This design comes from an exercise in tuning for small area, a short achievable clock period and few clock cycles per item on the open sky130 flow, not from production work. Only simulation tests tie the RTL to the original design; equivalence was not proved. Power figures rest on the tool's default switching activity, not on a simulated workload.

<file path="flow/config.mk">
export PLATFORM = sky130hd
export DESIGN_NAME = bitmap_block_allocator_core
export DESIGN_NICKNAME = bitmap_block_allocator_core
export VERILOG_FILES = /design/flow/design.v
export SDC_FILE = /design/flow/constraint.sdc
export NUM_CORES = 4
export LEC_CHECK = 0
export CAP_MARGIN = 20
export CORE_MARGIN = 2
export CORE_UTILIZATION = 60
export CTS_BUF_LIST = sky130_fd_sc_hd__clkbuf_8
export SETUP_SLACK_MARGIN = 5
export SLEW_MARGIN = 20
</file>
<file path="flow/constraint.sdc">
create_clock -name core_clock -period 9.0 [get_ports {clk}]
set_input_delay 1.8000 -clock core_clock [delete_from_list [all_inputs] [get_ports {clk}]]
set_output_delay 1.8000 -clock core_clock [all_outputs]
set_load 0.01 [all_outputs]
</file>
<file path="flow/design.v">
package bba_pkg;
    localparam int BLOCK_W = 10;
    localparam int COUNT_W = 11;
    localparam int STATUS_W = 2;
    localparam int WORD_W = 5;
    localparam int WORDS = 32;
    localparam int MARK_W = 32;
    localparam int POS_W = 5;
    localparam logic REQ_ALLOC = 1'b0;
    localparam logic REQ_FREE = 1'b1;
    localparam logic [STATUS_W-1:0] ST_OK = 2'd0;
    localparam logic [STATUS_W-1:0] ST_NOFREE = 2'd1;
    localparam logic [STATUS_W-1:0] ST_RANGE = 2'd2;
    localparam logic REG_BLK_COUNT = 1'b0;
    localparam logic [COUNT_W-1:0] BLK_COUNT_RESET = 11'd1024;
endpackage
import bba_pkg::*;
module bba_mark_mem (
    input  logic                 clk,
    input  logic                 rst_n,
    input  logic [WORDS-1:0]     wr_en,
    input  logic [MARK_W-1:0]    wr_data,
    input  logic                 wr_full,
    input  logic [WORDS-1:0]     rd_sel,
    output logic [MARK_W-1:0]    rd_data,
    output logic [WORDS-1:0]     full
);
    logic [MARK_W-1:0] mem_q [WORDS];
    logic [WORDS-1:0]  full_reg;
    always_ff @(posedge clk)
    begin
        for (int w = 0; w < WORDS; w++)
        begin
            if (wr_en[w])
            begin
                mem_q[w] <= wr_data;
                full_reg[w] <= wr_full;
            end
        end
    end
    always_comb
    begin
        rd_data = '0;
        for (int w = 0; w < WORDS; w++)
        begin
            rd_data = rd_data | (mem_q[w] & {MARK_W{rd_sel[w]}});
        end
    end
    assign full = full_reg;
endmodule
module bba_prefix_or #(
    parameter int N = 32,
    parameter int L = 5
) (
    input  logic [N-1:0] x,
    output logic [N-1:0] y
);
    logic [N-1:0] p [L+1];
    assign p[0] = x;
    for (genvar l = 0; l < L; l++)
    begin : g_level
        for (genvar i = 0; i < N; i++)
        begin : g_bit
            if ((i >> l) & 1)
            begin : g_or
                assign p[l + 1][i] = p[l][i] | p[l][((i >> l) << l) - 1];
            end
            else
            begin : g_pass
                assign p[l + 1][i] = p[l][i];
            end
        end
    end
    assign y = p[L];
endmodule
import bba_pkg::*;
module bitmap_block_allocator_core #(
    parameter int NUM_BLOCKS = 1024
) (
    input  logic                           clk,
    input  logic                           rst_n,
    input  logic                           req_valid,
    output logic                           req_ready,
    input  logic                           req_type,
    input  logic [9:0]                     req_block_number,
    output logic                           res_valid,
    input  logic                           res_ready,
    output logic [1:0]                     res_status,
    output logic [9:0]                     res_allocated_block,
    input  logic                           psel,
    input  logic                           penable,
    input  logic                           pwrite,
    input  logic [2:0]                     paddr,
    input  logic [31:0]                    pwdata,
    output logic [31:0]                    prdata,
    output logic                           pready
);
    logic [COUNT_W-1:0] blk_count_reg;
    logic [COUNT_W-1:0] limit;
    logic               cfg_wr;
    assign pready = 1'b1;
    assign cfg_wr = psel && penable && pwrite && (paddr[2] == REG_BLK_COUNT);
    always_ff @(posedge clk or negedge rst_n)
    begin
        if (!rst_n)
            blk_count_reg <= BLK_COUNT_RESET;
        else if (cfg_wr)
            blk_count_reg <= pwdata[COUNT_W-1:0];
    end
    assign prdata = (paddr[2] == REG_BLK_COUNT) ? 32'(blk_count_reg) : '0;
    assign limit = blk_count_reg[10] ? COUNT_W'(1024) : blk_count_reg;
    logic [WORDS-1:0] word_in_range;
    always_comb
    begin
        for (int w = 0; w < WORDS; w++)
            word_in_range[w] = (COUNT_W'(w * MARK_W) < limit);
    end
    logic [MARK_W-1:0] tail_mask;
    always_comb
    begin
        for (int b = 0; b < MARK_W; b++)
            tail_mask[b] = (POS_W'(b) < limit[POS_W-1:0]);
    end
    logic                r_vld, r_vld_next;
    logic                r_type, r_type_next;
    logic [BLOCK_W-1:0]  r_blk, r_blk_next;
    logic                r_fok, r_fok_next;
    logic                q0_vld, q1_vld;
    logic [11:0]         q0_data, q1_data;
    logic                accept, proc, pop;
    logic [11:0]         res_new;
    assign req_ready = !r_vld || !q1_vld;
    assign accept = req_valid && req_ready;
    assign pop = q0_vld && res_ready;
    assign proc = r_vld && !q1_vld;
    logic                clr;
    always_ff @(posedge clk or negedge rst_n)
    begin
        if (!rst_n)
            clr <= 1'b1;
        else
            clr <= 1'b0;
    end
    assign r_vld_next = accept || (r_vld && !proc);
    assign r_type_next = accept ? req_type : r_type;
    assign r_blk_next = accept ? req_block_number : r_blk;
    assign r_fok_next = accept ? (COUNT_W'(req_block_number) < limit) : r_fok;
    always_ff @(posedge clk or negedge rst_n)
    begin
        if (!rst_n)
        begin
            r_vld <= 1'b0;
            q0_vld <= 1'b0;
            q1_vld <= 1'b0;
        end
        else
        begin
            r_vld <= r_vld_next;
            if (pop)
            begin
                q0_vld <= q1_vld || proc;
                q1_vld <= 1'b0;
            end
            else if (proc)
            begin
                q0_vld <= 1'b1;
                q1_vld <= q0_vld;
            end
        end
    end
    always_ff @(posedge clk)
    begin
        r_type <= r_type_next;
        r_blk <= r_blk_next;
        r_fok <= r_fok_next;
        if (pop)
        begin
            q0_data <= q1_vld ? q1_data : res_new;
            q1_data <= res_new;
        end
        else if (proc)
        begin
            if (!q0_vld)
                q0_data <= res_new;
            else
                q1_data <= res_new;
        end
    end
    assign res_valid = q0_vld;
    assign res_status = q0_data[11:10];
    assign res_allocated_block = q0_data[9:0];
    logic [WORD_W-1:0]  cw, cw_next;
    logic               cv, cv_next;
    logic [WORDS-1:0]   word_sel, word_sel_next;
    logic               cpart;
    logic [WORDS-1:0]   mem_full;
    logic [WORDS-1:0]   mem_wr_en;
    logic [MARK_W-1:0]  mem_wr_data;
    logic               mem_wr_full;
    logic [MARK_W-1:0]  mem_rd_data;
    logic               r_alloc, r_free, p_alloc, p_free;
    logic [WORD_W-1:0]  f_word;
    logic [MARK_W-1:0]  f_bit;
    logic               f_ok;
    assign r_alloc = r_vld && (r_type == REQ_ALLOC);
    assign r_free = r_vld && (r_type == REQ_FREE);
    assign p_alloc = proc && (r_type == REQ_ALLOC);
    assign p_free = proc && (r_type == REQ_FREE);
    assign f_word = r_blk[BLOCK_W-1:POS_W];
    assign f_bit = MARK_W'(1) << r_blk[POS_W-1:0];
    assign f_ok = r_fok;
    logic [MARK_W-1:0]  raw_free;
    logic [MARK_W-1:0]  lower_free;
    logic [MARK_W-1:0]  pick;
    logic [POS_W-1:0]   pick_pos;
    logic               found;
    logic               two_free;
    logic               alloc_full;
    logic [MARK_W-1:0]  allowed;
    logic [MARK_W-1:0]  take;
    assign cpart = ({1'b0, cw} == limit[COUNT_W-1:POS_W]);
    assign allowed = (cpart ? tail_mask : '1) & {MARK_W{cv}};
    assign raw_free = ~mem_rd_data;
    assign found = |(raw_free & allowed);
    logic [MARK_W-1:0]  any_free_upto;
    bba_prefix_or #(.N(MARK_W), .L(POS_W)) u_pre_free (
        .x (raw_free),
        .y (any_free_upto)
    );
    assign lower_free = {any_free_upto[MARK_W-2:0], 1'b0};
    assign pick = raw_free & ~lower_free;
    assign take = pick & allowed;
    logic [MARK_W-1:0]  t_any [POS_W+1];
    logic [MARK_W-1:0]  t_two [POS_W+1];
    always_comb
    begin
        t_any[0] = raw_free;
        t_two[0] = '0;
        for (int l = 1; l <= POS_W; l++)
        begin
            t_any[l] = '0;
            t_two[l] = '0;
            for (int i = 0; i < (MARK_W >> l); i++)
            begin
                t_any[l][i] = t_any[l - 1][2 * i] | t_any[l - 1][2 * i + 1];
                t_two[l][i] = t_two[l - 1][2 * i] | t_two[l - 1][2 * i + 1]
                            | (t_any[l - 1][2 * i] & t_any[l - 1][2 * i + 1]);
            end
        end
    end
    assign two_free = t_two[POS_W][0];
    assign alloc_full = found ? !two_free : !t_any[POS_W][0];
    always_comb
    begin
        pick_pos = '0;
        for (int i = 0; i < MARK_W; i++)
        begin
            if (pick[i])
                pick_pos = pick_pos | POS_W'(i);
        end
    end
    logic [WORDS-1:0]   avail;
    logic [WORDS-1:0]   lower_avail;
    logic [WORDS-1:0]   any_avail_upto;
    assign avail = word_in_range & ~mem_full & ~(word_sel & {WORDS{r_alloc}});
    bba_prefix_or #(.N(WORDS), .L(WORD_W)) u_pre_avail (
        .x (avail),
        .y (any_avail_upto)
    );
    logic [WORDS-1:0]   next_oh;
    logic [WORD_W-1:0]  next_word;
    logic               next_any;
    always_comb
    begin
        lower_avail = {any_avail_upto[WORDS-2:0], 1'b0};
        next_oh = avail & ~lower_avail;
        next_word = '0;
        for (int w = 0; w < WORDS; w++)
        begin
            if (next_oh[w])
                next_word = next_word | WORD_W'(w);
        end
        next_any = |avail;
    end
    always_comb
    begin
        mem_wr_en = (word_sel & {WORDS{proc && (!r_free || f_ok)}}) | {WORDS{clr}};
        if (clr)
            mem_wr_data = '0;
        else if (r_free)
            mem_wr_data = mem_rd_data & ~f_bit;
        else
            mem_wr_data = mem_rd_data | take;
        mem_wr_full = !clr && !r_free && alloc_full;
    end
    bba_mark_mem u_mem (
        .clk     (clk),
        .rst_n   (rst_n),
        .wr_en   (mem_wr_en),
        .wr_data (mem_wr_data),
        .wr_full (mem_wr_full),
        .rd_sel  (word_sel),
        .rd_data (mem_rd_data),
        .full    (mem_full)
    );
    logic               load_next, load_free;
    logic [WORDS-1:0]   cw_oh_next;
    assign load_next = !r_vld || (p_alloc && found && alloc_full);
    assign load_free = p_free && f_ok && (!cv || (f_word < cw));
    always_comb
    begin
        if (clr)
        begin
            cw_next = '0;
            cv_next = 1'b1;
            cw_oh_next = WORDS'(1);
        end
        else if (load_next)
        begin
            cw_next = next_word;
            cv_next = next_any;
            cw_oh_next = next_oh;
        end
        else if (load_free)
        begin
            cw_next = f_word;
            cv_next = 1'b1;
            cw_oh_next = WORDS'(1) << f_word;
        end
        else
        begin
            cw_next = cw;
            cv_next = cv;
            cw_oh_next = WORDS'(1) << cw;
        end
        if (accept)
            word_sel_next = (req_type == REQ_FREE)
                          ? (WORDS'(1) << req_block_number[BLOCK_W-1:POS_W])
                          : cw_oh_next;
        else if (r_vld && !proc && (r_type == REQ_FREE))
            word_sel_next = WORDS'(1) << f_word;
        else
            word_sel_next = cw_oh_next;
    end
    always_ff @(posedge clk)
    begin
        cw <= cw_next;
        cv <= cv_next;
        word_sel <= word_sel_next;
    end
    always_comb
    begin
        if (r_type == REQ_ALLOC)
            res_new = found ? {ST_OK, cw, pick_pos} : {ST_NOFREE, 10'd0};
        else
            res_new = f_ok ? {ST_OK, 10'd0} : {ST_RANGE, 10'd0};
    end
endmodule
</file>
<file path="flow/run.sh">
#!/bin/bash
# synth_recipe.tcl (not shown) runs the flow's synth.tcl, then flattens the netlist and writes it again
# the make line also repeats each setting of config.mk as NAME=value (left out here)
make -C /OpenROAD-flow-scripts/flow DESIGN_CONFIG=/design/flow/config.mk WORK_HOME=/design/flow/orfs CLKGATE_MAP_FILE= SYNTH_SCRIPT=/design/flow/synth_recipe.tcl finish
</file>
==> results of run 1 <==
## per-layer routing
layer / track usage / part of all wire / vias up
met2: 0.643 / 0.43 / 3463
met5: 0 / 0.000068 / -
met4: 0.222 / 0.063 / 2
met3: 0.154 / 0.17 / 712
met1: 0.576 / 0.33 / 16800
li1: - / - / 13500
## Yosys cell counts (18+ instances only)
master / n
sky130_fd_sc_hd__edfxtp_1: 1092
sky130_fd_sc_hd__a22oi_1: 526
sky130_fd_sc_hd__nand2_1: 163
sky130_fd_sc_hd__nor2_1: 162
sky130_fd_sc_hd__nand4_1: 158
sky130_fd_sc_hd__buf_2: 113
sky130_fd_sc_hd__a21oi_1: 104
sky130_fd_sc_hd__clkbuf_1: 99
sky130_fd_sc_hd__o21ai_0: 85
sky130_fd_sc_hd__nand3_1: 57
sky130_fd_sc_hd__nor3_1: 48
sky130_fd_sc_hd__nor4_1: 40
sky130_fd_sc_hd__dfxtp_1: 38
sky130_fd_sc_hd__o31ai_1: 36
sky130_fd_sc_hd__nand2b_1: 28
sky130_fd_sc_hd__a211oi_1: 26
sky130_fd_sc_hd__buf_4: 25
sky130_fd_sc_hd__mux2i_1: 25
sky130_fd_sc_hd__nor2b_1: 24
sky130_fd_sc_hd__a31oi_1: 22
sky130_fd_sc_hd__mux2_2: 21
sky130_fd_sc_hd__o22ai_1: 18
## power by group through the flow
stage / logic [mW] / registers, mW / clock network (mW)
2_1_floorplan: 1.65 / 8.04 / 0
3_3_place_gp: 3.16 / 8.15 / 0
3_5_place_dp: 3.20 / 8.24 / 0
4_1_cts: 3.48 / 8.13 / 4.11
5_1_grt: 3.99 / 8.22 / 4.35
6_report: 3.89 / 8.14 / 4.13
## through the flow
step | worst slack, ns | hold slack, ns
floorplan | 4.65 | 0.495
global placement | 3.36 | 0.502
detailed placement | 3.40 | 0.519
CTS | 4.89 | 0.534
global route | 4.98 | 0.564
finish | 5.02 | 0.533
## repair_timing
item | CTS | global route
setup endpoints to repair | 872 | 503
pin swaps | 17 | 15
gates cloned | 5 | 2
setup buffers | 41 | 71
resized for setup | 208 | 73
## logic make-up after synthesis
family / synth area share
buffers and inverters: 0.0266
other: 0.000161
adders and majority gates: 0.00349
and+or+nand+nor: 0.0867
xor gates and xnor gates: 0.00113
DFF: 0.727
muxes: 0.0120
AOI/OAI and AO/OA: 0.143
## worst min-delay path, delay by kind of cell (launching register included)
family | cells | cell delay (ns)
DFF | 1 | 0.33
and+or+nand+nor | 1 | 0.05
AOI/OAI and AO/OA | 1 | 0.05
## final cells by class
type | count | area share
flip-flops and latches | 1145 | 0.627
multi-input cells | 1807 | 0.229
repair buffers | 314 | 0.0584
clock buffers | 180 | 0.0456
well taps | 1040 | 0.0239
clock inverters | 122 | 0.0151
inverters | 17 | 0.00124
diodes | 2 | 0.0000921
## final timing paths
check | startpoint | to | slack, ns | cells after the start
worst max-delay path | word_sel[1] | cw[3] | 5.02 | 14
worst min-delay path | q1_data[5] | q0_data[5] | 0.53 | 2
worst max register to register | word_sel[1] | cw[3] | 5.02 | 14
worst min register to register | q1_data[5] | q0_data[5] | 0.53 | 2
max in group asynchronous | rst_n | q1_vld | 7.10 | 1
min in group asynchronous | rst_n | blk_count_reg[9] | 1.39 | 1
==> metrics.json, run 1 <==
{
  "layout.filler_cells": {"value": 4992},
  "netlist-cell-type-count": {"value": 81},
  "layout_overhead_on_the_synthesized_area": {"value": 16.5, "unit": "%"},
  "clock_latency": {"value": 0.87, "unit": "ns"},
  "avgRoutedWirePerCell": {"value": 38.0, "unit": "µm"},
  "crit_family": {"value": "simple AND/OR/NAND/NOR gates"},
  "timing.critical_path.fanout_max": {"value": 15},
  "path_cells": {"value": "buf_4, buf_6, a22oi_1, nand4_1, nor4_2, buf_4, a311oi_1, nor3_2, or4_4, o21ai_4, buf_4, o31a_4, or3_1, o221a_2"},
  "ys_ff_latch": {"value": 1145},
  "timing.critical_path.slowest_cell_delay": {"value": 0.45, "unit": "ns"},
  "path_buf_inv": {"value": 4},
  "dr.first_iter.drc_count": {"value": 6239},
  "root_cell_of_the_clock_tree": {"value": "sky130_fd_sc_hd__clkbuf_8"},
  "crit_required": {"value": 9.74, "unit": "ns"},
  "signal_arrival_time_at_the_worst_endpoint": {"value": 4.72, "unit": "ns"},
  "worst_path_max_delay_cell": {"value": "sky130_fd_sc_hd__or3_1"},
  "largest_register_ff_count": {"value": 1024},
  "power_frac_comb": {"value": 0.241},
  "synth-main-ff-cell": {"value": "sky130_fd_sc_hd__edfxtp_1"},
  "cellLeakagePower": {"value": 18.7, "unit": "nW"},
  "dp.cells": {"value": 4204},
  "report.final.setup_viol": {"value": 0},
  "gr-usage-all-layers": {"value": 0.436},
  "critPathLaunchType": {"value": "flip-flop"},
  "drive_gt1_frac": {"value": 0.207},
  "ys.warnings.count": {"value": 7},
  "finClkSkew": {"value": 0.0617, "unit": "ns"},
  "worst-setup-path-type": {"value": "reg -> reg"},
  "vias": {"value": 34500},
  "routed_wirelength": {"value": 176000, "unit": "µm"},
  "worstSetupEndpointType": {"value": "flip-flop"},
  "synth.avg_cell_area": {"value": 14.6, "unit": "µm²"},
  "fp.dieW": {"value": 283, "unit": "µm"},
  "core.rowCount": {"value": 102},
  "period_needed": {"value": 3.98, "unit": "ns"},
  "largest_net_degree_at_the_start_of_global_routing": {"value": 75},
  "hpwl_after_detailed_placement": {"value": 99200, "unit": "µm"},
  "netlist.top_cell.by_area": {"value": "sky130_fd_sc_hd__edfxtp_1"},
  "postCtsHoldBufs": {"value": 0},
  "total_power": {"value": 16.2, "unit": "mW"},
  "tightestPinTransition": {"value": 1.09, "unit": "ns"},
  "tritoncts": {"value": "built"},
  "initial_core_util": {"value": 0.604},
  "path_category_of_the_worst_min_delay_check": {"value": "reg -> reg"},
  "vdd_drop_max": {"value": 0.000263, "unit": "V"},
  "design.core.area": {"value": 77200, "unit": "µm²"},
  "postPlaceCellArea": {"value": 49000, "unit": "µm²"},
  "die_area": {"value": 80000, "unit": "µm²"},
  "max-slew-margin-rel": {"value": 0.275},
  "layout.core_utilization": {"value": 0.704},
  "regArea": {"value": 34100, "unit": "µm²"},
  "vias_per_cell": {"value": 7.45},
  "max_cap_viol_count": {"value": 0},
  "die_h": {"value": 283, "unit": "µm"},
  "cts_max_level": {"value": 4},
  "cts_num_sinks": {"value": 1145},
  "syn_area": {"value": 46700, "unit": "µm²"},
  "multiInputGateArea": {"value": 12500, "unit": "µm²"},
  "status": {"value": "timing/DRC/antenna clean"},
  "postSynthCellCount": {"value": 3191},
  "layout_commonest_cell": {"value": "sky130_fd_sc_hd__edfxtp_1"},
  "detail-route-antenna-nets": {"value": 0},
  "powerDensity": {"value": 297, "unit": "nW/µm²"},
  "synth_enable_flop_cells": {"value": 1092},
  "global_route.overflow_total": {"value": 0},
  "global_route_wire_length_before_repair": {"value": 239000, "unit": "µm"},
  "synth_top_area_frac": {"value": 0.703},
  "finalInstanceArea": {"value": 54400, "unit": "µm²"},
  "timing.critical_path.mode_cell": {"value": "sky130_fd_sc_hd__buf_4"},
  "layout.cells.non_filler": {"value": 4627},
  "power.share.switching": {"value": 0.329},
  "cts_max_path_bufs": {"value": 3},
  "grt_antenna_before_repair": {"value": 4},
  "grt_setup_unrepaired": {"value": "yes"},
  "number_of_buffers_created_by_cts": {"value": 171},
  "synth_top_cells_by_area": {"value": "sky130_fd_sc_hd__edfxtp_1 70%, sky130_fd_sc_hd__a22oi_1 8.5%, sky130_fd_sc_hd__nand4_1 2.1%, sky130_fd_sc_hd__dfxtp_1 1.6%, sky130_fd_sc_hd__nand2_1 1.3%"},
  "period_share": {"value": 0.443},
  "portion_of_total_power_attributed_to_the_clock_network": {"value": 0.256},
  "clock.fmax": {"value": 251, "unit": "MHz"},
  "finish.net_count": {"value": 3522},
  "drt_pass1_iterations": {"value": 9},
  "port-buffer-count": {"value": 54},
  "sequential_to_total_area_share_from_yosys_stat": {"value": 0.727},
  "grt_pass1_vias": {"value": 32100},
  "seqPwrFrac": {"value": 0.504},
  "async_reset_ff_frac": {"value": 0.0131},
  "power_switching": {"value": 5.32, "unit": "mW"},
  "final_hold_viol_count": {"value": 0},
  "final_max_slew_viol_count": {"value": 0},
  "cts.clk_slew.worst_paths": {"value": 0.06, "unit": "ns"},
  "totalNegativeSetupSlack": {"value": 0, "unit": "ns"},
  "commonest_non_fill_non_tap_cells_in_the_layout": {"value": "1092 x sky130_fd_sc_hd__edfxtp_1, 525 x sky130_fd_sc_hd__a22oi_1, 190 x sky130_fd_sc_hd__buf_4"},
  "intPower": {"value": 10.8, "unit": "mW"},
  "boundaryPins": {"value": 100},
  "drcViolationCount": {"value": 0},
  "gp_routability_congestion": {"value": 0.971}
}
Testbench counts, summed over its fixed seeds: cycles 16,168, items 16,152.
==> run 2: changes to the inputs <==
--- a/flow/config.mk
+++ b/flow/config.mk
@@ -9,5 +9,7 @@
 export CORE_MARGIN = 2
 export CORE_UTILIZATION = 60
 export CTS_BUF_LIST = sky130_fd_sc_hd__clkbuf_8
+export CTS_CLUSTER_DIAMETER = 60
+export CTS_CLUSTER_SIZE = 15
 export SETUP_SLACK_MARGIN = 5
 export SLEW_MARGIN = 20
==> metrics.json, run 2 <==
{
  "report.final.setup_viol": {"value": 0},
  "boundaryPins": {"value": 100},
  "period_needed": {"value": 4.03, "unit": "ns"},
  "final.setup.worst_slack": {"value": 4.97, "unit": "ns"},
  "worstSetupEndpointType": {"value": "flip-flop"},
  "cts.clk_slew.worst_paths": {"value": 0.09, "unit": "ns"},
  "max_cap_viol_count": {"value": 0},
  "synth.avg_cell_area": {"value": 14.6, "unit": "µm²"},
  "finalHoldWorstSlack": {"value": 0.541, "unit": "ns"},
  "port-buffer-count": {"value": 54},
  "async_reset_ff_frac": {"value": 0.0131},
  "vdd_drop_max": {"value": 0.000254, "unit": "V"},
  "finish.net_count": {"value": 3427},
  "final_hold_viol_count": {"value": 0},
  "status": {"value": "timing/DRC/antenna clean"},
  "sequential_to_total_area_share_from_yosys_stat": {"value": 0.727},
  "postCtsHoldBufs": {"value": 0},
  "dr.first_iter.drc_count": {"value": 6168},
  "timing.critical_path.fanout_max": {"value": 26},
  "signal_arrival_time_at_the_worst_endpoint": {"value": 4.64, "unit": "ns"},
  "gp_routability_congestion": {"value": 0.971},
  "vias_per_cell": {"value": 7.61},
  "root_cell_of_the_clock_tree": {"value": "sky130_fd_sc_hd__clkbuf_8"},
  "die_area": {"value": 80000, "unit": "µm²"},
  "core.rowCount": {"value": 102},
  "drcViolationCount": {"value": 0},
  "cellLeakagePower": {"value": 17.6, "unit": "nW"},
  "tritoncts": {"value": "built"},
  "hpwl_after_detailed_placement": {"value": 99200, "unit": "µm"},
  "cts_num_sinks": {"value": 1145},
  "routed_wirelength": {"value": 173000, "unit": "µm"},
  "ys_ff_latch": {"value": 1145},
  "netlist-cell-type-count": {"value": 81},
  "cts_max_level": {"value": 3},
  "detail-route-antenna-nets": {"value": 0},
  "avgRoutedWirePerCell": {"value": 39.1, "unit": "µm"},
  "initial_core_util": {"value": 0.604},
  "gr-usage-all-layers": {"value": 0.430},
  "largest_net_degree_at_the_start_of_global_routing": {"value": 75},
  "design.core.area": {"value": 77200, "unit": "µm²"},
  "vias": {"value": 33700},
  "drive_gt1_frac": {"value": 0.180},
  "synth_top_cells_by_count": {"value": "1092 x sky130_fd_sc_hd__edfxtp_1, 526 x sky130_fd_sc_hd__a22oi_1, 163 x sky130_fd_sc_hd__nand2_1"},
  "layout_overhead_on_the_synthesized_area": {"value": 12.3, "unit": "%"},
  "clock_latency": {"value": 0.75, "unit": "ns"},
  "clock.fmax": {"value": 248, "unit": "MHz"},
  "tightestPinTransition": {"value": 1.11, "unit": "ns"},
  "cts_max_path_bufs": {"value": 3},
  "postSynthCellCount": {"value": 3191},
  "layout.core_utilization": {"value": 0.679},
  "number_of_buffers_created_by_cts": {"value": 89},
  "critPathLaunchType": {"value": "flip-flop"},
  "netlist.top_cell.by_area": {"value": "sky130_fd_sc_hd__edfxtp_1"},
  "grt_setup_unrepaired": {"value": "yes"},
  "grt_pass1_vias": {"value": 31300},
  "crit_required": {"value": 9.62, "unit": "ns"},
  "global_route.overflow_total": {"value": 0},
  "ys.warnings.count": {"value": 7},
  "global_route_wire_length_before_repair": {"value": 236000, "unit": "µm"},
  "synth_enable_flop_cells": {"value": 1092},
  "path_category_of_the_worst_min_delay_check": {"value": "reg -> reg"},
  "synth-main-ff-cell": {"value": "sky130_fd_sc_hd__edfxtp_1"},
  "die_h": {"value": 283, "unit": "µm"},
  "syn_area": {"value": 46700, "unit": "µm²"},
  "synth_top_cells_by_area": {"value": "sky130_fd_sc_hd__edfxtp_1 70%, sky130_fd_sc_hd__a22oi_1 8.5%, sky130_fd_sc_hd__nand4_1 2.1%, sky130_fd_sc_hd__dfxtp_1 1.6%, sky130_fd_sc_hd__nand2_1 1.3%"},
  "powerDensity": {"value": 276, "unit": "nW/µm²"},
  "layout.filler_cells": {"value": 5239},
  "period_share": {"value": 0.447},
  "synth_top_area_frac": {"value": 0.703},
  "largest_register_ff_count": {"value": 1024},
  "pre_cts_ws": {"value": 3.40, "unit": "ns"},
  "yosys.cell_count.top_type": {"value": "sky130_fd_sc_hd__edfxtp_1"},
  "dp.cells": {"value": 4204},
  "commonest_non_fill_non_tap_cells_in_the_layout": {"value": "1092 x sky130_fd_sc_hd__edfxtp_1, 526 x sky130_fd_sc_hd__a22oi_1, 176 x sky130_fd_sc_hd__buf_4"},
  "worst-setup-path-type": {"value": "reg -> reg"},
  "layout.cells.non_filler": {"value": 4432},
  "grt_antenna_before_repair": {"value": 2},
  "drt_pass1_iterations": {"value": 6},
  "layout_commonest_cell": {"value": "sky130_fd_sc_hd__edfxtp_1"},
  "totalNegativeSetupSlack": {"value": 0, "unit": "ns"},
  "final_max_slew_viol_count": {"value": 0},
  "fp.dieW": {"value": 283, "unit": "µm"},
  "finClkSkew": {"value": 0.0459, "unit": "ns"},
  "max-slew-margin-rel": {"value": 0.257}
}
[run 2: worst paths after layout]
check	startpoint	end	slack, ns	depth (start not counted)
min	q1_data[5]	q0_data[5]	0.54	2
min reg2reg	q1_data[5]	q0_data[5]	0.54	2
max reg2reg	word_sel[3]	cw[3]	4.97	13
max	word_sel[3]	cw[3]	4.97	13
min in group asynchronous	rst_n	q1_vld	1.50	1
max in group asynchronous	rst_n	blk_count_reg[3]	6.97	1
[run 2: cells by family (layout without fill, tap and decap cells)]
| group | Yosys count | after routing | synth area share |
|---|---|---|---|
| adders and majority gates | 13 | 13 | 0.00349 |
| and+or+nand+nor | 772 | 773 | 0.0867 |
| other | 2 | 24 | 0.000161 |
| AOI/OAI and AO/OA | 938 | 941 | 0.143 |
| buffers and inverters | 264 | 439 | 0.0266 |
| muxes | 51 | 51 | 0.0120 |
| DFF | 1145 | 1145 | 0.727 |
| xor gates and xnor gates | 6 | 6 | 0.00113 |
[run 2: cell type report]
| type | count | area, µm² | share of cell area |
|---|---|---|---|
| Sequential cell | 1145 | 34100 | 0.650 |
| Multi-Input combinational cell | 1807 | 12500 | 0.238 |
| Timing Repair Buffer | 301 | 3090 | 0.0590 |
| Tap cell | 1040 | 1300 | 0.0248 |
| Clock buffer | 91 | 1250 | 0.0239 |
| Clock inverter | 30 | 189 | 0.00360 |
| Inverter | 17 | 63.8 | 0.00122 |
| Antenna cell | 1 | 2.50 | 0.0000477 |
[run 2: per-stage QoR]
step	power, mW	cell area [µm²]
6_report	14.5	52400
5_1_grt	14.8	52400
4_1_cts	14.1	51600
3_5_place_dp	11.4	49000
3_3_place_gp	11.3	48900
2_1_floorplan	9.69	46800
[run 2: routing by layer]
layer  global-route usage  wire length (µm)  up-vias
li1                     -                 -    13200
met3                0.133             29000      610
met4                0.211              9830        0
met2                0.640             76600     3431
met1                0.582             57900    16500
met5                    0                 0        -
[run 2: report_power, final]
| part | switching, mW | internal, mW |
|---|---|---|
| combinational | 2.75 | 1.08 |
| clock | 1.62 | 0.938 |
| sequential | 0.456 | 7.65 |
| total | 4.82 | 9.67 |
[run 2: what timing repair did]
action / CTS / global route
buffers inserted: 42 / 58
gates resized for setup: 213 / 65
pin swaps: 18 / 18
setup endpoints to repair: 871 / 404
gates cloned: 5 / 1
[run 2: critical path, stage by stage, from the launching register on]
cell                       delay, ns
sky130_fd_sc_hd__dfxtp_4        0.44
sky130_fd_sc_hd__buf_12         0.21
sky130_fd_sc_hd__a22oi_1        0.27
sky130_fd_sc_hd__nand4_1        0.15
sky130_fd_sc_hd__nor4_2         0.39
sky130_fd_sc_hd__buf_4          0.29
sky130_fd_sc_hd__a311oi_1       0.08
sky130_fd_sc_hd__nor3_2         0.37
sky130_fd_sc_hd__or4_4          0.23
sky130_fd_sc_hd__o21ai_4        0.08
sky130_fd_sc_hd__buf_4          0.15
sky130_fd_sc_hd__o31a_4         0.43
sky130_fd_sc_hd__or3_1          0.45
sky130_fd_sc_hd__o221a_2        0.30
==> run 3: changes to the inputs <==
--- a/flow/config.mk
+++ b/flow/config.mk
@@ -9,7 +9,7 @@
 export CORE_MARGIN = 2
 export CORE_UTILIZATION = 60
 export CTS_BUF_LIST = sky130_fd_sc_hd__clkbuf_8
-export CTS_CLUSTER_DIAMETER = 60
-export CTS_CLUSTER_SIZE = 15
+export CTS_CLUSTER_DIAMETER = 70
+export CTS_CLUSTER_SIZE = 12
 export SETUP_SLACK_MARGIN = 5
 export SLEW_MARGIN = 20
==> metrics.json, run 3 <==
{
  "synth-main-ff-cell": {"value": "sky130_fd_sc_hd__edfxtp_1"},
  "tritoncts": {"value": "built"},
  "sequential_to_total_area_share_from_yosys_stat": {"value": 0.727},
  "finish.net_count": {"value": 3470},
  "met3RoutedLength": {"value": 29600, "unit": "µm"},
  "path_cells": {"value": "buf_12, nor2b_1, buf_2"},
  "gp_routability_congestion": {"value": 0.971},
  "synth_top_cells_by_area": {"value": "sky130_fd_sc_hd__edfxtp_1 70%, sky130_fd_sc_hd__a22oi_1 8.5%, sky130_fd_sc_hd__nand4_1 2.1%, sky130_fd_sc_hd__dfxtp_1 1.6%, sky130_fd_sc_hd__nand2_1 1.3%"},
  "cts_num_sinks": {"value": 1145},
  "multiInputGateArea": {"value": 12500, "unit": "µm²"},
  "root_cell_of_the_clock_tree": {"value": "sky130_fd_sc_hd__clkbuf_8"},
  "regArea": {"value": 34100, "unit": "µm²"},
  "drive_gt1_frac": {"value": 0.191},
  "synth.area.mux_share": {"value": 0.0120},
  "max_cap_viol_count": {"value": 0},
  "boundaryPins": {"value": 100},
  "tightestPinTransition": {"value": 1.13, "unit": "ns"},
  "totalNegativeSetupSlack": {"value": 0, "unit": "ns"},
  "vias": {"value": 33800},
  "cts_max_path_bufs": {"value": 3},
  "worst_path_max_delay_cell": {"value": "sky130_fd_sc_hd__buf_2"},
  "async_reset_ff_frac": {"value": 0.0131},
  "largest_net_degree_at_the_start_of_global_routing": {"value": 75},
  "m1WireLength": {"value": 57800, "unit": "µm"},
  "vdd_drop_max": {"value": 0.000205, "unit": "V"},
  "synth_top_area_frac": {"value": 0.703},
  "commonest_non_fill_non_tap_cells_in_the_layout": {"value": "1092 x sky130_fd_sc_hd__edfxtp_1, 526 x sky130_fd_sc_hd__a22oi_1, 198 x sky130_fd_sc_hd__buf_4"},
  "global_route.overflow_total": {"value": 0},
  "largest_family_of_logic_cells_by_synthesized_area": {"value": "compound AO/OA/AOI/OAI gates"},
  "layout_commonest_cell": {"value": "sky130_fd_sc_hd__edfxtp_1"},
  "global_route_wire_length_before_repair": {"value": 236000, "unit": "µm"},
  "powerDensity": {"value": 280, "unit": "nW/µm²"},
  "synth_fa_ha_area_frac": {"value": 0.00349},
  "drt_pass1_iterations": {"value": 6},
  "yosys.cell_count.top_type": {"value": "sky130_fd_sc_hd__edfxtp_1"},
  "grt_setup_unrepaired": {"value": "yes"},
  "signal_arrival_time_at_the_worst_endpoint": {"value": 2.20, "unit": "ns"},
  "core.rowCount": {"value": 102},
  "synth.avg_cell_area": {"value": 14.6, "unit": "µm²"},
  "netlist.top_cell.by_area": {"value": "sky130_fd_sc_hd__edfxtp_1"},
  "dr.first_iter.drc_count": {"value": 6489},
  "syn_area": {"value": 46700, "unit": "µm²"},
  "grt_pass1_vias": {"value": 31400},
  "report.final.setup_viol": {"value": 0},
  "timing.critical_path.slowest_cell_delay": {"value": 0.15, "unit": "ns"},
  "postCtsHoldBufs": {"value": 0},
  "finalHoldWorstSlack": {"value": 0.522, "unit": "ns"},
  "die_area": {"value": 80000, "unit": "µm²"},
  "number_of_buffers_created_by_cts": {"value": 109},
  "timing.critical_path.fanout_max": {"value": 12},
  "drcViolationCount": {"value": 0},
  "worst-setup-path-type": {"value": "in -> out"},
  "crit_family": {"value": "buffers and inverters"},
  "largest_register_ff_count": {"value": 1024},
  "layout.filler_cells": {"value": 5170},
  "design.core.area": {"value": 77200, "unit": "µm²"},
  "total_power": {"value": 14.8, "unit": "mW"},
  "dr_wl_met2": {"value": 76600, "unit": "µm"},
  "period_needed": {"value": 4.00, "unit": "ns"},
  "initial_core_util": {"value": 0.604},
  "max-slew-margin-rel": {"value": 0.238},
  "vias_per_cell": {"value": 7.53},
  "synth_top_cells_by_count": {"value": "1092 x sky130_fd_sc_hd__edfxtp_1, 526 x sky130_fd_sc_hd__a22oi_1, 163 x sky130_fd_sc_hd__nand2_1"},
  "status": {"value": "timing/DRC/antenna clean"},
  "synth_compound_gate_area_share": {"value": 0.143},
  "avgRoutedWirePerCell": {"value": 38.9, "unit": "µm"},
  "fp.dieW": {"value": 283, "unit": "µm"},
  "hpwl_after_detailed_placement": {"value": 99200, "unit": "µm"},
  "critPathLaunchType": {"value": "input pin"},
  "cts_max_level": {"value": 3},
  "grt_antenna_before_repair": {"value": 7},
  "synth_simple_gate_area_share": {"value": 0.0867},
  "period_share": {"value": 0.444},
  "layout_overhead_on_the_synthesized_area": {"value": 13.5, "unit": "%"},
  "path_buf_inv": {"value": 2},
  "final_max_slew_viol_count": {"value": 0},
  "crit_required": {"value": 7.20, "unit": "ns"},
  "cellLeakagePower": {"value": 17.9, "unit": "nW"},
  "cts.clk_slew.worst_paths": {"value": 0.07, "unit": "ns"},
  "clock.fmax": {"value": 250, "unit": "MHz"},
  "clock_latency": {"value": 0.80, "unit": "ns"},
  "worstSetupEndpointType": {"value": "primary output"},
  "gr-usage-all-layers": {"value": 0.430},
  "die_h": {"value": 283, "unit": "µm"},
  "port-buffer-count": {"value": 54},
  "synth_enable_flop_cells": {"value": 1092},
  "synth_xor_xnor_area_share": {"value": 0.00113},
  "detail-route-antenna-nets": {"value": 0},
  "ys_ff_latch": {"value": 1145},
  "path_category_of_the_worst_min_delay_check": {"value": "reg -> reg"},
  "postSynthCellCount": {"value": 3191},
  "final_hold_viol_count": {"value": 0},
  "ys.warnings.count": {"value": 7},
  "routed_wirelength": {"value": 174000, "unit": "µm"},
  "finClkSkew": {"value": 0.0653, "unit": "ns"},
  "netlist-cell-type-count": {"value": 81},
  "highest-signal-layer": {"value": "met5"}
}
## run 3: cell counts after synthesis
Identical to the previous run, type by type.
## run 3: report_power, final
group / internal (mW) / switching (mW) / total (mW)
clock: 1.14 / 1.71 / 2.85
sequential: 7.65 / 0.459 / 8.11
combinational: 1.09 / 2.76 / 3.84
total: 9.87 / 4.93 / 14.8
## run 3: routing by layer
layer | global-route usage | vias to the layer above
met2 | 0.640 | 3427
li1 | - | 13300
met3 | 0.141 | 658
met5 | 0 | -
met1 | 0.570 | 16400
met4 | 0.218 | 2
## run 3: final cells by class
type / instances / area share
sequential: 1145 / 0.643
multi-input combinational: 1807 / 0.236
timing repair buffer: 324 / 0.0616
clock buffer: 110 / 0.0286
tap: 1040 / 0.0246
clock inverter: 35 / 0.00458
inverter: 17 / 0.00121
antenna: 4 / 0.000189
## run 3: worst paths after layout
path | from | end | slack [ns] | cells past startpoint
setup / recovery | paddr[2] | prdata[9] | 5.00 | 3
hold / removal | q1_data[9] | q0_data[9] | 0.52 | 2
setup reg to reg | word_sel[7] | u_mem.mem_q[26][15] | 5.03 | 12
max in group asynchronous | rst_n | blk_count_reg[5] | 7.03 | 1
min in group asynchronous | rst_n | blk_count_reg[4] | 1.46 | 1
hold reg to reg | q1_data[9] | q0_data[9] | 0.52 | 2
## run 3: metrics by stage
stage	utilization	worst slack [ns]	instances	area, µm²
final	0.686	5.00	4482	52900
after global routing	0.686	4.91	4479	52900
after CTS	0.671	4.98	4394	51800
after detailed placement	0.634	3.40	4204	49000
after global placement	0.634	3.36	4203	48900
after floorplan	-	4.65	3212	46800
## run 3: kinds of logic (layout without fill, tap and decap cells)
group | count (synthesis) | count (layout)
xor gates and xnor gates | 6 | 6
other | 2 | 27
muxes | 51 | 51
adders and majority gates | 13 | 13
and+or+nand+nor | 772 | 773
DFF | 1145 | 1145
AOI/OAI and AO/OA | 938 | 941
buffers and inverters | 264 | 486
## run 3: what timing repair did
action | in CTS | in global routing
buffers inserted | 41 | 81
resized for setup | 210 | 77
pin swaps | 16 | 17
gates cloned | 4 | 3
endpoints found under the setup margin | 871 | 492
## run 3: worst register-to-register path, stage by stage, from the launching register on
cell and delay [ns]:
sky130_fd_sc_hd__dfxtp_4 0.48, sky130_fd_sc_hd__buf_12 0.20, sky130_fd_sc_hd__buf_12 0.22, sky130_fd_sc_hd__a22oi_1 0.13, sky130_fd_sc_hd__nand4_1 0.10, sky130_fd_sc_hd__nor4_1 0.06, sky130_fd_sc_hd__buf_4 0.21, sky130_fd_sc_hd__nor4_4 0.47
sky130_fd_sc_hd__and4_2 0.42, sky130_fd_sc_hd__nand2_1 0.21, sky130_fd_sc_hd__or4_1 0.56, sky130_fd_sc_hd__a221oi_2 0.42, sky130_fd_sc_hd__buf_6 0.29
==> run 4: changes to the inputs <==
--- a/flow/config.mk
+++ b/flow/config.mk
@@ -7,7 +7,7 @@
 export LEC_CHECK = 0
 export CAP_MARGIN = 20
 export CORE_MARGIN = 2
-export CORE_UTILIZATION = 60
+export CORE_UTILIZATION = 63
 export CTS_BUF_LIST = sky130_fd_sc_hd__clkbuf_8
 export CTS_CLUSTER_DIAMETER = 70
 export CTS_CLUSTER_SIZE = 12
==> metrics.json, run 4 <==
{
  "tightestPinTransition": {"value": 1.18, "unit": "ns"},
  "layout_overhead_on_the_synthesized_area": {"value": 11.5, "unit": "%"},
  "path_cells": {"value": "xor2_1, nor4_4, buf_6, o211ai_1, a22oi_2, nor2_1, a211o_1, or3_1, o41ai_4, buf_4, a31oi_1, mux2_2"},
  "dr.first_iter.drc_count": {"value": 6887},
  "die_area": {"value": 76200, "unit": "µm²"},
  "vias": {"value": 34000},
  "hpwl_after_detailed_placement": {"value": 92900, "unit": "µm"},
  "initial_core_util": {"value": 0.638},
  "max-slew-margin-rel": {"value": 0.209},
  "gr-usage-all-layers": {"value": 0.444},
  "root_cell_of_the_clock_tree": {"value": "sky130_fd_sc_hd__clkbuf_8"},
  "final_max_slew_viol_count": {"value": 0},
  "ff2ff_setup_slack": {"value": 4.98, "unit": "ns"},
  "finalHoldWorstSlack": {"value": 0.542, "unit": "ns"},
  "worstSetupEndpointType": {"value": "flip-flop"},
  "final_hold_viol_count": {"value": 0},
  "crit_required": {"value": 9.50, "unit": "ns"},
  "netlist.top_cell.by_area": {"value": "sky130_fd_sc_hd__edfxtp_1"},
  "grt_pass1_vias": {"value": 31400},
  "powerDensity": {"value": 278, "unit": "nW/µm²"},
  "report.final.setup_viol": {"value": 0},
  "design.core.area": {"value": 73100, "unit": "µm²"},
  "worst_path_max_delay_cell": {"value": "sky130_fd_sc_hd__dfxtp_1"},
  "period_share": {"value": 0.446},
  "ys_ff_latch": {"value": 1145},
  "totalNegativeSetupSlack": {"value": 0, "unit": "ns"},
  "largest_register_ff_count": {"value": 1024},
  "critPathLaunchType": {"value": "flip-flop"},
  "grt_setup_unrepaired": {"value": "yes"},
  "clock_latency": {"value": 0.80, "unit": "ns"},
  "avgRoutedWirePerCell": {"value": 40.1, "unit": "µm"},
  "synth.avg_cell_area": {"value": 14.6, "unit": "µm²"},
  "port-buffer-count": {"value": 54},
  "global_route_wire_length_before_repair": {"value": 236000, "unit": "µm"},
  "fp.dieW": {"value": 276, "unit": "µm"},
  "status": {"value": "timing/DRC/antenna clean"},
  "clock.fmax": {"value": 249, "unit": "MHz"},
  "boundaryPins": {"value": 100},
  "synth_top_cells_by_area": {"value": "sky130_fd_sc_hd__edfxtp_1 70%, sky130_fd_sc_hd__a22oi_1 8.5%, sky130_fd_sc_hd__nand4_1 2.1%, sky130_fd_sc_hd__dfxtp_1 1.6%, sky130_fd_sc_hd__nand2_1 1.3%"},
  "cts_max_path_bufs": {"value": 3},
  "sequential_to_total_area_share_from_yosys_stat": {"value": 0.727},
  "synth_enable_flop_cells": {"value": 1092},
  "path_category_of_the_worst_min_delay_check": {"value": "reg -> reg"},
  "max_cap_viol_count": {"value": 0},
  "worst-setup-path-type": {"value": "reg -> reg"},
  "number_of_buffers_created_by_cts": {"value": 106},
  "drive_gt1_frac": {"value": 0.171},
  "synth-main-ff-cell": {"value": "sky130_fd_sc_hd__edfxtp_1"},
  "synth_top_area_frac": {"value": 0.703},
  "die_h": {"value": 276, "unit": "µm"},
  "worstSetupEndpoint": {"value": "q0_data[2]"},
  "drt_pass1_iterations": {"value": 7},
  "ys.warnings.count": {"value": 7},
  "cellLeakagePower": {"value": 17.5, "unit": "nW"},
  "cts_max_level": {"value": 3},
  "signal_arrival_time_at_the_worst_endpoint": {"value": 4.52, "unit": "ns"},
  "tritoncts": {"value": "built"},
  "vdd_drop_max": {"value": 0.000200, "unit": "V"},
  "layout_commonest_cell": {"value": "sky130_fd_sc_hd__edfxtp_1"},
  "regToRegStartpoint": {"value": "cw[3]"},
  "cp-startpoint": {"value": "cw[3]"},
  "rr_endpoint": {"value": "q0_data[2]"},
  "core.rowCount": {"value": 99},
  "synth_top_cells_by_count": {"value": "1092 x sky130_fd_sc_hd__edfxtp_1, 526 x sky130_fd_sc_hd__a22oi_1, 163 x sky130_fd_sc_hd__nand2_1"},
  "cts.clk_slew.worst_paths": {"value": 0.08, "unit": "ns"},
  "finClkSkew": {"value": 0.0695, "unit": "ns"},
  "routed_wirelength": {"value": 174000, "unit": "µm"},
  "layout.core_utilization": {"value": 0.712},
  "timing.critical_path.fanout_max": {"value": 11},
  "gp_routability_congestion": {"value": 1.06},
  "netlist-cell-type-count": {"value": 81},
  "global_route.overflow_total": {"value": 0},
  "cts_num_sinks": {"value": 1145},
  "drcViolationCount": {"value": 0},
  "finish.net_count": {"value": 3410},
  "postSynthCellCount": {"value": 3191},
  "period_needed": {"value": 4.02, "unit": "ns"},
  "syn_area": {"value": 46700, "unit": "µm²"},
  "async_reset_ff_frac": {"value": 0.0131},
  "detail-route-antenna-nets": {"value": 0},
  "vias_per_cell": {"value": 7.84},
  "hold_path.startpoint": {"value": "q1_data[5]"},
  "worstRegToRegCells": {"value": 12},
  "grt_antenna_before_repair": {"value": 5},
  "timing.critical_path.slowest_cell_delay": {"value": 0.52, "unit": "ns"},
  "yosys.cell_count.top_type": {"value": "sky130_fd_sc_hd__edfxtp_1"},
  "largest_net_degree_at_the_start_of_global_routing": {"value": 75},
  "commonest_non_fill_non_tap_cells_in_the_layout": {"value": "1092 x sky130_fd_sc_hd__edfxtp_1, 525 x sky130_fd_sc_hd__a22oi_1, 158 x sky130_fd_sc_hd__nand4_1"}
}
==> run 4: cell counts after synthesis <==
Identical to the previous run, type by type.
==> run 4: logic make-up (layout without fill, tap and decap cells) <==
kind of cell / count (synthesis) / in the layout / synth area share
flops: 1145 / 1145 / 0.727
compound gates: 938 / 943 / 0.143
simple gates: 772 / 773 / 0.0867
buf+inv: 264 / 421 / 0.0266
mux: 51 / 51 / 0.0120
fa+ha+maj: 13 / 13 / 0.00349
xor+xnor: 6 / 6 / 0.00113
other cells: 2 / 26 / 0.000161
==> run 4: how the worst min path moves through the flow <==
| stage | end | slack, ns | cells past startpoint |
|---|---|---|---|
| after global placement | q0_data[9] | 0.51 | 2 |
| after detailed placement | q0_data[5] | 0.52 | 2 |
| after global routing | q0_data[5] | 0.57 | 2 |
| final | q0_data[5] | 0.54 | 2 |
| after CTS | q0_data[5] | 0.54 | 2 |
| after floorplan | q0_data[5] | 0.49 | 2 |
==> run 4: final cells by class <==
| type | instances | area (µm²) |
|---|---|---|
| Antenna cell | 3 | 7.51 |
| Clock buffer | 107 | 1470 |
| Clock inverter | 32 | 194 |
| Fill cell | 4765 | 21100 |
| Inverter | 17 | 67.6 |
| Multi-Input combinational cell | 1809 | 12400 |
| Sequential cell | 1145 | 34000 |
| Tap cell | 959 | 1200 |
| Timing Repair Buffer | 265 | 2640 |
==> run 4: power breakdown <==
part / leakage, nW / internal, mW / switching, mW / total (mW)
clock: 0.948 / 1.09 / 1.70 / 2.79
combinational: 4.84 / 1.00 / 2.52 / 3.52
sequential: 11.7 / 7.65 / 0.483 / 8.14
total: 17.5 / 9.75 / 4.70 / 14.5
==> run 4: worst max-delay path, delay by kind of cell (launching register included) <==
| kind | cells | cell delay (ns) |
|---|---|---|
| flops | 1 | 0.52 |
| compound gates | 5 | 1.37 |
| mux | 1 | 0.36 |
| xor+xnor | 1 | 0.18 |
| simple gates | 3 | 0.89 |
| buf+inv | 2 | 0.44 |
==> run 4: routing by layer <==
metal	track usage	wire [µm]
met4	0.266	12400
met3	0.127	29700
met1	0.608	57400
met5	0	13
met2	0.641	74200
==> run 4: through the flow <==
step	setup WS (ns)	cells	instance area (µm²)	power (mW)
after floorplan	4.65	3212	46800	9.69
after global placement	3.54	4112	48700	11.1
after detailed placement	3.42	4113	48700	11.2
after CTS	5.01	4290	51300	14.1
after global routing	4.92	4336	52000	14.8
final	4.98	4337	52000	14.5
==> run 4: repair_timing <==
item	4_1_cts	5_1_grt
gates cloned	6	6
setup buffers	32	37
gates resized for setup	188	64
pin swaps	13	8
hold buffers	0	0
endpoints found under the setup margin	869	241
==> run 5: changes to the inputs <==
--- a/flow/config.mk
+++ b/flow/config.mk
@@ -7,7 +7,7 @@
 export LEC_CHECK = 0
 export CAP_MARGIN = 20
 export CORE_MARGIN = 2
-export CORE_UTILIZATION = 63
+export CORE_UTILIZATION = 66
 export CTS_BUF_LIST = sky130_fd_sc_hd__clkbuf_8
 export CTS_CLUSTER_DIAMETER = 70
 export CTS_CLUSTER_SIZE = 12
==> metrics.json, run 5 <==
{
  "routed_wirelength": {"value": 175000, "unit": "µm"},
  "layout_commonest_cell": {"value": "sky130_fd_sc_hd__edfxtp_1"},
  "tightestPinTransition": {"value": 1.21, "unit": "ns"},
  "highest-signal-layer": {"value": "met5"},
  "async_reset_ff_frac": {"value": 0.0131},
  "drt_pass1_iterations": {"value": 6},
  "worstHoldEndpoint": {"value": "q0_data[2]"},
  "syn_area": {"value": 46700, "unit": "µm²"},
  "cellLeakagePower": {"value": 17.6, "unit": "nW"},
  "signal_arrival_time_at_the_worst_endpoint": {"value": 4.55, "unit": "ns"},
  "ys.warnings.count": {"value": 7},
  "largest_net_degree_at_the_start_of_global_routing": {"value": 75},
  "timing.critical_path.mode_cell": {"value": "sky130_fd_sc_hd__a22oi_1"},
  "layout_overhead_on_the_synthesized_area": {"value": 11.7, "unit": "%"},
  "cts_max_level": {"value": 3},
  "synth.avg_cell_area": {"value": 14.6, "unit": "µm²"},
  "vias": {"value": 34700},
  "synth_compound_gate_area_share": {"value": 0.143},
  "max-slew-margin-rel": {"value": 0.187},
  "met3RoutedLength": {"value": 30300, "unit": "µm"},
  "finClkSkew": {"value": 0.0433, "unit": "ns"},
  "number_of_buffers_created_by_cts": {"value": 106},
  "period_needed": {"value": 4.03, "unit": "ns"},
  "synth-main-ff-cell": {"value": "sky130_fd_sc_hd__edfxtp_1"},
  "yosys.cell_count.top_type": {"value": "sky130_fd_sc_hd__edfxtp_1"},
  "hold_path.startpoint": {"value": "q1_data[2]"},
  "detail-route-antenna-nets": {"value": 0},
  "largest_family_of_logic_cells_by_synthesized_area": {"value": "compound AO/OA/AOI/OAI gates"},
  "port-buffer-count": {"value": 54},
  "global_route.overflow_total": {"value": 0},
  "critPathLaunchType": {"value": "flip-flop"},
  "regArea": {"value": 34100, "unit": "µm²"},
  "boundaryPins": {"value": 100},
  "worst_path_max_delay_cell": {"value": "sky130_fd_sc_hd__o41ai_4"},
  "powerDensity": {"value": 277, "unit": "nW/µm²"},
  "timing.critical_path.slowest_cell_delay": {"value": 0.50, "unit": "ns"},
  "m1WireLength": {"value": 56500, "unit": "µm"},
  "finish.net_count": {"value": 3430},
  "worstRegToRegCells": {"value": 13},
  "final_hold_viol_count": {"value": 0},
  "design.core.area": {"value": 70000, "unit": "µm²"},
  "grt_antenna_before_repair": {"value": 5},
  "synth.area.mux_share": {"value": 0.0120},
  "rr_endpoint": {"value": "q0_data[2]"},
  "finalInstanceArea": {"value": 52100, "unit": "µm²"},
  "synth_top_area_frac": {"value": 0.703},
  "path_category_of_the_worst_min_delay_check": {"value": "reg -> reg"},
  "synth_fa_ha_area_frac": {"value": 0.00349},
  "commonest_non_fill_non_tap_cells_in_the_layout": {"value": "1092 x sky130_fd_sc_hd__edfxtp_1, 526 x sky130_fd_sc_hd__a22oi_1, 169 x sky130_fd_sc_hd__buf_4"},
  "postPlaceCellArea": {"value": 48700, "unit": "µm²"},
  "vdd_drop_max": {"value": 0.000242, "unit": "V"},
  "status": {"value": "timing/DRC/antenna clean"},
  "tritoncts": {"value": "built"},
  "core.rowCount": {"value": 97},
  "report.final.setup_viol": {"value": 0},
  "layout.filler_cells": {"value": 4212},
  "clock_latency": {"value": 0.80, "unit": "ns"},
  "cts_max_path_bufs": {"value": 3},
  "vias_per_cell": {"value": 8.00},
  "synth_top_cells_by_area": {"value": "sky130_fd_sc_hd__edfxtp_1 70%, sky130_fd_sc_hd__a22oi_1 8.5%, sky130_fd_sc_hd__nand4_1 2.1%, sky130_fd_sc_hd__dfxtp_1 1.6%, sky130_fd_sc_hd__nand2_1 1.3%"},
  "die_h": {"value": 270, "unit": "µm"},
  "drive_gt1_frac": {"value": 0.175},
  "clock.fmax": {"value": 248, "unit": "MHz"},
  "dr.first_iter.drc_count": {"value": 6766},
  "min_path_cells": {"value": 1},
  "grt_pass1_vias": {"value": 32400},
  "grt_setup_unrepaired": {"value": "yes"},
  "avgRoutedWirePerCell": {"value": 40.3, "unit": "µm"},
  "fp.dieW": {"value": 270, "unit": "µm"},
  "initial_core_util": {"value": 0.666},
  "cts.clk_slew.worst_paths": {"value": 0.09, "unit": "ns"},
  "crit_family": {"value": "compound AO/OA/AOI/OAI gates"},
  "root_cell_of_the_clock_tree": {"value": "sky130_fd_sc_hd__clkbuf_8"},
  "final_max_slew_viol_count": {"value": 0},
  "path_buf_inv": {"value": 3},
  "largest_register_ff_count": {"value": 1024},
  "timing.critical_path.fanout_max": {"value": 20},
  "max_cap_viol_count": {"value": 0},
  "finalHoldWorstSlack": {"value": 0.573, "unit": "ns"},
  "regToRegStartpoint": {"value": "word_sel[2]"},
  "hpwl_after_detailed_placement": {"value": 98600, "unit": "µm"},
  "synth_enable_flop_cells": {"value": 1092},
  "multiInputGateArea": {"value": 12300, "unit": "µm²"},
  "worst-setup-path-type": {"value": "reg -> reg"},
  "worstSetupEndpointType": {"value": "flip-flop"},
  "sequential_to_total_area_share_from_yosys_stat": {"value": 0.727},
  "postSynthCellCount": {"value": 3191},
  "ff2ff_setup_slack": {"value": 4.97, "unit": "ns"},
  "postCtsHoldBufs": {"value": 0},
  "netlist-cell-type-count": {"value": 81},
  "dr_wl_met2": {"value": 73600, "unit": "µm"},
  "synth_xor_xnor_area_share": {"value": 0.00113},
  "period_share": {"value": 0.448},
  "crit_required": {"value": 9.52, "unit": "ns"},
  "gr-usage-all-layers": {"value": 0.472},
  "global_route_wire_length_before_repair": {"value": 240000, "unit": "µm"},
  "netlist.top_cell.by_area": {"value": "sky130_fd_sc_hd__edfxtp_1"},
  "synth_top_cells_by_count": {"value": "1092 x sky130_fd_sc_hd__edfxtp_1, 526 x sky130_fd_sc_hd__a22oi_1, 163 x sky130_fd_sc_hd__nand2_1"},
  "path_cells": {"value": "buf_8, buf_6, a22oi_1, nand4_1, nor4_2, buf_4, a22oi_1, nor2_1, a211o_1, or3_1, o41ai_4, a31oi_1, mux2_2"},
  "synth_simple_gate_area_share": {"value": 0.0867},
  "ys_ff_latch": {"value": 1145},
  "gp_routability_congestion": {"value": 1.03},
  "die_area": {"value": 72800, "unit": "µm²"},
  "totalNegativeSetupSlack": {"value": 0, "unit": "ns"},
  "cts_num_sinks": {"value": 1145},
  "drcViolationCount": {"value": 0}
}
run 5: cell counts after synthesis:
No cell type changed its count.
run 5: logic make-up (layout without fill, tap and decap cells):
family | Yosys count | after routing
flip-flops | 1145 | 1145
AO/OA/AOI/OAI | 938 | 942
AND/OR/NAND/NOR | 772 | 772
buffers and inverters | 264 | 445
multiplexers | 51 | 51
adder cells (fa/ha/maj) | 13 | 13
XOR/XNOR | 6 | 6
other | 2 | 27
run 5: cell type report:
type	instances	share of cell area
Sequential cell	1145	0.653
Multi-Input combinational cell	1807	0.236
Timing Repair Buffer	287	0.0538
Clock buffer	107	0.0283
Tap cell	940	0.0226
Clock inverter	34	0.00471
Inverter	17	0.00122
Antenna cell	4	0.000192
run 5: where the power goes:
part	internal (mW)	leakage (nW)	switching, mW
sequential	7.66	11.7	0.519
combinational	0.958	4.93	2.49
clock	1.15	0.966	1.68
total	9.76	17.6	4.69
run 5: how the worst max path moves through the flow:
stage / start / cells past startpoint / end / slack [ns]
5_1_grt: blk_count_reg[5] / 11 / cw[0] / 4.94
2_1_floorplan: word_sel[18] / 11 / u_mem.mem_q[0][30] / 4.65
3_5_place_dp: word_sel[3] / 11 / u_mem.mem_q[10][27] / 3.57
6_report: word_sel[2] / 13 / q0_data[2] / 4.97
3_3_place_gp: word_sel[31] / 12 / u_mem.mem_q[17][27] / 3.65
4_1_cts: word_sel[30] / 12 / cw[3] / 5.00
run 5: through the flow:
step,instances,worst slack [ns],util,power (mW)
after floorplan,3212,4.65,-,9.69
after global placement,4103,3.65,0.696,11.1
after detailed placement,4103,3.57,0.696,11.2
after CTS,4314,5.00,0.738,14.2
after global routing,4339,4.94,0.744,14.8
final,4341,4.97,0.744,14.5
run 5: per-layer routing:
metal / vias up / GRT usage
li1: 13200 / -
met1: 16700 / 0.636
met2: 3897 / 0.670
met3: 908 / 0.148
met4: 4 / 0.307
met5: - / 0.00329
run 5: worst register-to-register path, cell delays in order (launching register included):
cell	delay, ns
sky130_fd_sc_hd__dfxtp_2	0.35
sky130_fd_sc_hd__buf_8	0.33
sky130_fd_sc_hd__buf_6	0.32
sky130_fd_sc_hd__a22oi_1	0.18
sky130_fd_sc_hd__nand4_1	0.15
sky130_fd_sc_hd__nor4_2	0.06
sky130_fd_sc_hd__buf_4	0.21
sky130_fd_sc_hd__a22oi_1	0.29
sky130_fd_sc_hd__nor2_1	0.07
sky130_fd_sc_hd__a211o_1	0.26
sky130_fd_sc_hd__or3_1	0.49
sky130_fd_sc_hd__o41ai_4	0.51
sky130_fd_sc_hd__a31oi_1	0.21
sky130_fd_sc_hd__mux2_2	0.35
run 5: timing repair:
action	4_1_cts	5_1_grt
setup buffers	66	22
gates resized for setup	187	46
gates cloned	4	1
endpoints found under the setup margin	871	170
endpoints found under the hold margin	0	0
pin swaps	12	10
==> run 6: changes to the inputs <==
--- a/flow/config.mk
+++ b/flow/config.mk
@@ -5,11 +5,11 @@
 export SDC_FILE = /design/flow/constraint.sdc
 export NUM_CORES = 4
 export LEC_CHECK = 0
-export CAP_MARGIN = 20
+export CAP_MARGIN = 10
 export CORE_MARGIN = 2
-export CORE_UTILIZATION = 66
+export CORE_UTILIZATION = 60
 export CTS_BUF_LIST = sky130_fd_sc_hd__clkbuf_8
 export CTS_CLUSTER_DIAMETER = 70
 export CTS_CLUSTER_SIZE = 12
 export SETUP_SLACK_MARGIN = 5
-export SLEW_MARGIN = 20
+export SLEW_MARGIN = 10
==> metrics.json, run 6 <==
{
  "largest_net_degree_at_the_start_of_global_routing": {"value": 75},
  "tritoncts": {"value": "built"},
  "finish.net_count": {"value": 3456},
  "layout.core_utilization": {"value": 0.684},
  "totalNegativeSetupSlack": {"value": 0, "unit": "ns"},
  "timing.critical_path.mode_cell": {"value": "sky130_fd_sc_hd__buf_4"},
  "largest_register_ff_count": {"value": 1024},
  "worstSetupEndpointType": {"value": "flip-flop"},
  "worstHoldEndpoint": {"value": "q0_data[5]"},
  "report.final.setup_viol": {"value": 0},
  "postSynthCellCount": {"value": 3191},
  "grt_use_met2": {"value": 0.642},
  "syn_area": {"value": 46700, "unit": "µm²"},
  "status": {"value": "timing/DRC/antenna clean"},
  "cellLeakagePower": {"value": 17.8, "unit": "nW"},
  "path_cells": {"value": "buf_8, a22oi_1, nand4_1, nor4_4, buf_4, a22oi_1, nand2_1, nor4_2, nand4_1, buf_4, o31ai_4, buf_4, bufbuf_16, mux2i_1, a21oi_2"},
  "synth_xor_xnor_area_share": {"value": 0.00113},
  "worst_path_max_delay_cell": {"value": "sky130_fd_sc_hd__dfxtp_4"},
  "design.core.area": {"value": 77200, "unit": "µm²"},
  "ys.warnings.count": {"value": 7},
  "cts_max_path_bufs": {"value": 3},
  "detail-route-antenna-nets": {"value": 0},
  "yosys.cell_count.top_type": {"value": "sky130_fd_sc_hd__edfxtp_1"},
  "synth_top_cells_by_count": {"value": "1092 x sky130_fd_sc_hd__edfxtp_1, 526 x sky130_fd_sc_hd__a22oi_1, 163 x sky130_fd_sc_hd__nand2_1"},
  "signal_arrival_time_at_the_worst_endpoint": {"value": 4.69, "unit": "ns"},
  "synth_enable_flop_cells": {"value": 1092},
  "drive_gt1_frac": {"value": 0.187},
  "dr.first_iter.drc_count": {"value": 5914},
  "avgRoutedWirePerCell": {"value": 39.1, "unit": "µm"},
  "crit_required": {"value": 9.63, "unit": "ns"},
  "gr-usage-all-layers": {"value": 0.431},
  "fp.dieW": {"value": 283, "unit": "µm"},
  "hold_path.startpoint": {"value": "q1_data[5]"},
  "synth_top_cells_by_area": {"value": "sky130_fd_sc_hd__edfxtp_1 70%, sky130_fd_sc_hd__a22oi_1 8.5%, sky130_fd_sc_hd__nand4_1 2.1%, sky130_fd_sc_hd__dfxtp_1 1.6%, sky130_fd_sc_hd__nand2_1 1.3%"},
  "clock_latency": {"value": 0.80, "unit": "ns"},
  "gp_routability_congestion": {"value": 0.971},
  "grt_setup_unrepaired": {"value": "yes"},
  "regToRegStartpoint": {"value": "word_sel[30]"},
  "synth_compound_gate_area_share": {"value": 0.143},
  "cts_max_level": {"value": 3},
  "synth_fa_ha_area_frac": {"value": 0.00349},
  "synth.area.mux_share": {"value": 0.0120},
  "vias_per_cell": {"value": 7.60},
  "tightestPinTransition": {"value": 1.20, "unit": "ns"},
  "sequential_to_total_area_share_from_yosys_stat": {"value": 0.727},
  "grt_antenna_before_repair": {"value": 3},
  "top_usage_layer": {"value": "met2"},
  "ff2ff_setup_slack": {"value": 4.94, "unit": "ns"},
  "layout_overhead_on_the_synthesized_area": {"value": 13.2, "unit": "%"},
  "timing.critical_path.slowest_cell_delay": {"value": 0.60, "unit": "ns"},
  "vias": {"value": 33900},
  "initial_core_util": {"value": 0.604},
  "min_path_cells": {"value": 2},
  "total_power": {"value": 14.8, "unit": "mW"},
  "groute.layer.met1.usage": {"value": 0.571},
  "vdd_drop_max": {"value": 0.000200, "unit": "V"},
  "cts.clk_slew.worst_paths": {"value": 0.09, "unit": "ns"},
  "cts_num_sinks": {"value": 1145},
  "grt_pass1_vias": {"value": 31600},
  "path_buf_inv": {"value": 5},
  "largest_family_of_logic_cells_by_synthesized_area": {"value": "compound AO/OA/AOI/OAI gates"},
  "port-buffer-count": {"value": 54},
  "period_share": {"value": 0.451},
  "hpwl_after_detailed_placement": {"value": 99300, "unit": "µm"},
  "worst-setup-path-type": {"value": "reg -> reg"},
  "drt_pass1_iterations": {"value": 8},
  "die_h": {"value": 283, "unit": "µm"},
  "layout_commonest_cell": {"value": "sky130_fd_sc_hd__edfxtp_1"},
  "rr_endpoint": {"value": "word_sel[21]"},
  "finalInstanceArea": {"value": 52800, "unit": "µm²"},
  "cp_num_cells": {"value": 15}
}
==> run 6: cell counts after synthesis <==
Identical to the previous run, type by type.
==> run 6: cell type report <==
cell class	instances	area (µm²)
multi-input combinational	1807	12500
inverter	17	63.8
clock buffer	109	1500
sequential	1145	34100
timing repair buffer	311	3200
fill	5167	24400
clock inverter	35	238
tap	1040	1300
antenna	1	2.50
==> run 6: routing by layer <==
layer  share of wire  wire, µm
met5         0.00030        53
met4           0.058     10200
met3            0.17     29400
met2            0.44     76800
met1            0.33     58200
==> run 6: worst max-delay path by stage <==
| stage | to | startpoint | slack [ns] |
|---|---|---|---|
| after CTS | word_sel[21] | blk_count_reg[10] | 4.87 |
| after detailed placement | word_sel[23] | word_sel[25] | 3.38 |
| after global placement | word_sel[2] | word_sel[16] | 3.36 |
| after floorplan | u_mem.mem_q[0][30] | word_sel[18] | 4.65 |
| after global routing | cw[0] | blk_count_reg[4] | 4.94 |
| final | word_sel[21] | word_sel[30] | 4.94 |
==> run 6: tightest hold or removal path: cells and delay by family, from the launching register on <==
kind,cells,cell delay [ns]
AOI/OAI and AO/OA,1,0.05
DFF,1,0.33
and+or+nand+nor,1,0.05
==> run 6: report_power, final <==
part | switching [mW] | internal, mW
sequential | 0.463 | 7.66
clock | 1.71 | 1.12
combinational | 2.76 | 1.08
total | 4.94 | 9.86
==> run 6: what timing repair did <==
item,CTS,global route
gates cloned,5,3
resized for setup,205,78
endpoints found under the setup margin,871,414
hold buffers,0,0
pin swaps,17,13
buffers inserted,38,70
==> run 6: cell families after synthesis <==
logic type	count (synthesis)
DFF	1145
AOI/OAI and AO/OA	938
and+or+nand+nor	772
buffers and inverters	264
muxes	51
adders and majority gates	13
xor gates and xnor gates	6
other	2
==> run 6: through the flow <==
step           std cells  hold WS [ns]
3_5_place_dp        4204         0.520
3_3_place_gp        4203         0.502
2_1_floorplan       3212         0.495
6_report            4465         0.527
4_1_cts             4391         0.525
5_1_grt             4465         0.561

separate check: timing with driven ports:
The results above use ideal ports. As a check the final layouts listed here were re-extracted and re-timed, cells and wires unchanged. Step 1: set_driving_cell puts a clkbuf_16 on clk and a buf_2 on each other input, an assumption about the parent block. Step 2 moves the port delays by t, midway between the first and last clock arrival at a register: inputs arrive t later, outputs are due t later. That takes back most of the time a late clock gives input paths. Three values: ideal, step 1, step 2; two values: the first two.
| run | t, ns | setup slack, ns | slew at the worst register clock pin (ns) | worst slew at a driven data input, ns | cell pins on the clock port's net |
|---|---|---|---|---|---|
| run 1 | 0.905 | 5.016 / 4.977 / 4.549 | 0.07 / 0.07 | 0.06 | 1 |
| run 2 | 0.794 | 4.974 / 4.959 / 4.453 | 0.11 / 0.11 | 0.06 | 1 |
| run 3 | 0.836 | 5.002 / 4.951 / 4.470 | 0.09 / 0.09 | 0.07 | 1 |
| run 4 | 0.823 | 4.984 / 4.969 / 4.374 | 0.09 / 0.09 | 0.09 | 1 |
| run 5 | 0.843 | 4.968 / 4.951 / 4.189 | 0.10 / 0.10 | 0.06 | 1 |
| run 6 | 0.833 | 4.945 / 4.945 / 4.610 | 0.09 / 0.09 | 0.07 | 1 |
After both steps every run listed still meets setup and hold. For run 5, which loses most, drivers alone change the setup slack by -0.017 ns; drivers and shift together by -0.779 ns.
